This is an optimization exercise on Yosys and OpenROAD, whose aim is small area, a short achievable clock period and few clock cycles per item, not a production implementation.
Only simulation tests tie the RTL to the original design; equivalence was not proved.
Power is estimated from default activity; no workload was simulated.

// max_two_disjoint_rect_sum
module max_two_disjoint_rect_sum #(
    parameter int MAX_ROWS  = mtdr_pkg::DEF_MAX_ROWS,
    parameter int MAX_COLS  = mtdr_pkg::DEF_MAX_COLS,
    parameter int CELL_BITS = mtdr_pkg::DEF_CELL_BITS
) (
    input  logic                               i_clk,
    input  logic                               i_rst_n,
    input  logic                               i_in_valid,
    output logic                               o_in_ready,
    input  logic signed [CELL_BITS-1:0]        i_in_cell_value,
    input  logic                               i_in_last_cell,
    output logic                               o_out_valid,
    input  logic                               i_out_ready,
    output logic signed [mtdr_pkg::OUT_W-1:0]  o_out_best_sum,
    output logic                               o_out_no_pair,
    input  logic                               i_cfg_valid,
    output logic                               o_cfg_ready,
    input  logic [mtdr_pkg::CFG_IDX_W-1:0]     i_cfg_index,
    input  logic [mtdr_pkg::CFG_DATA_W-1:0]    i_cfg_data
);
    localparam int SW = 19;    
    localparam int KW = 22;    
    localparam int PW = 23;    
    function automatic logic [2:0] clamp_m1(input logic [3:0] n);
        if (n == 4'd0)  clamp_m1 = 3'd0;
        else if (n[3])  clamp_m1 = 3'd7;
        else            clamp_m1 = n[2:0] - 3'd1;
    endfunction
    function automatic logic gtk(input logic [KW-1:0] a, input logic [KW-1:0] b);
        gtk = {~a[KW-1], a[KW-2:0]} > {~b[KW-1], b[KW-2:0]};
    endfunction
    function automatic logic gtp(input logic [PW-1:0] a, input logic [PW-1:0] b);
        gtp = {~a[PW-1], a[PW-2:0]} > {~b[PW-1], b[PW-2:0]};
    endfunction
    function automatic logic [KW:0] vmax(input logic [KW:0] a, input logic [KW:0] b);
        if (!b[KW])                         vmax = a;
        else if (!a[KW])                    vmax = b;
        else if (gtk(b[KW-1:0], a[KW-1:0])) vmax = b;
  ...
Size: roughly 17,000 cells after synthesis, about 4,000 flip-flops.
make LEC_CHECK=0 ABC_AREA=1 CAP_MARGIN=20 CORE_MARGIN=2 CORE_UTILIZATION=40 SETUP_SLACK_MARGIN=5 SLEW_MARGIN=20 finish   # period 10.0 ns
run.sh (not shown) runs the stock make flow with config.mk's settings and CLKGATE_MAP_FILE= SYNTH_SCRIPT=/design/flow/synth_recipe.tcl, a recipe that flattens the netlist after the stock synthesis.
Testbench counts at the start, summed over its fixed seeds: cycles 6,145, grids 128.
==> next run, changes <==
--- a/flow/design.v
+++ b/flow/design.v
@@ -657,62 +657,49 @@
     end
     always_ff @(posedge i_clk) begin
         for (int c = 0; c < 7; c++) if (e_wr && !e_dir && e_vh[c]) rgt[c] <= e_mall;
         for (int c = 1; c < 8; c++) if (e_wr && e_dir && e_vh[c])  lft[c] <= e_mall;
     end
     logic [KW-1:0] rm;
     logic [KW:0]   rm_n;
+    logic [PW-1:0] candc_d;
     always_comb begin
         rm_n = vmax({~d_first2, rm}, d_fm2);
+        candc_d = {rm[KW-1], rm} + {ca_other[KW-1], ca_other};
     end
     always_ff @(posedge i_clk) begin
         if (d_act2 && d_fin) rm <= rm_n[KW-1:0];
     end
     logic       e_candv, e_rowc, e_fstart, e_flast;
-    logic [KW-1:0] e_rm, e_oth;
-    logic [PW-1:0] e_candr;
+    logic [PW-1:0] e_candc, e_candr;
     always_ff @(posedge i_clk) begin
         if (!i_rst_n) begin
             e_candv <= 1'b0; e_rowc <= 1'b0; e_fstart <= 1'b0; e_flast <= 1'b0;
         end else begin
             e_candv <= d_act2 & d_fin & ~d_first2;
             e_rowc <= d_rowc; e_fstart <= d_fstart; e_flast <= d_flast;
         end
     end
     always_ff @(posedge i_clk) begin
-        e_rm    <= rm;
-        e_oth   <= ca_other;
+        e_candc <= candc_d;
         e_candr <= d_candr;
     end
-    logic          x_candv, x_rowc, x_fstart, x_flast;
-    logic [PW-1:0] x_candc, x_candr;
-    always_ff @(posedge i_clk) begin
-        if (!i_rst_n) begin
-            x_candv <= 1'b0; x_rowc <= 1'b0; x_fstart <= 1'b0; x_flast <= 1'b0;
-        end else begin
-            x_candv <= e_candv; x_rowc <= e_rowc; x_fstart <= e_fstart; x_flast <= e_flast;
-        end
-    end
-    always_ff @(posedge i_clk) begin
-        x_candc <= {e_rm[KW-1], e_rm} + {e_oth[KW-1], e_oth};
-        x_candr <= e_candr;
-    end
     logic [PW:0] ans_r, ans_c;
     always_ff @(posedge i_clk) begin
-        if (x_fstart) begin
-            ans_r <= {x_rowc, x_candr};
-            ans_c <= {x_candv, x_candc};
+        if (e_fstart) begin
+            ans_r <= {e_rowc, e_candr};
+            ans_c <= {e_candv, e_candc};
         end else begin
-            ans_r <= pmax(ans_r, {x_rowc, x_candr});
-            ans_c <= pmax(ans_c, {x_candv, x_candc});
+            ans_r <= pmax(ans_r, {e_rowc, e_candr});
+            ans_c <= pmax(ans_c, {e_candv, e_candc});
         end
     end
     logic f_flast;
     logic [PW:0] ans;
     always_ff @(posedge i_clk) begin
         if (!i_rst_n) f_flast <= 1'b0;
-        else          f_flast <= x_flast;
+        else          f_flast <= e_flast;
     end
     assign ans    = pmax(ans_r, ans_c);
     assign push   = f_flast;
     assign push_d = ans[PW] ? {1'b0, ans[PW-1:0]} : {1'b1, {PW{1'b0}}};
 endmodule
=> The new run completed without violations. Die area drops slightly. Setup slack degrades by 0.23 ns. Final area drops slightly. Sequential cell count drops by 71. Critical path depth climbs by 12. Sequential power hardly moves. Cell count drops slightly. Clock power stays flat. Global-route usage drops by 0.33 points. Power climbs slightly. Synthesized area drops slightly.
Testbench counts after the change, summed over its fixed seeds: cycles 6,136, grids 128.

## port drivers added, routing unchanged
Ports are ideal in the flow. The routed layouts listed here were re-timed in OpenROAD. Step 1, drivers: a clkbuf_16 drives i_clk and a buf_2 each remaining input, both assumed. Step 2 moves the port delays by t, midway between the first and last clock arrival at a register: inputs arrive t later, outputs are due t later. That takes back most of the time a late clock gives input paths. Three values: no drivers, after step 1, after step 2; two values: the first two.
run	shift t [ns]	setup WS [ns]	hold WS [ns]	worst setup path after step 2	worst data-port slew with drivers (ns)
the first run	1.072	5.970 / 5.851 / 5.761	0.312 / 0.312 / 0.312	input to register	0.06
the second run	1.080	5.737 / 5.737 / 5.737	0.317 / 0.317 / 0.317	register to register	0.04
After both steps every run listed still meets setup and hold. For the first run, which loses most, drivers alone change the setup slack by -0.119 ns; drivers and shift together by -0.209 ns.
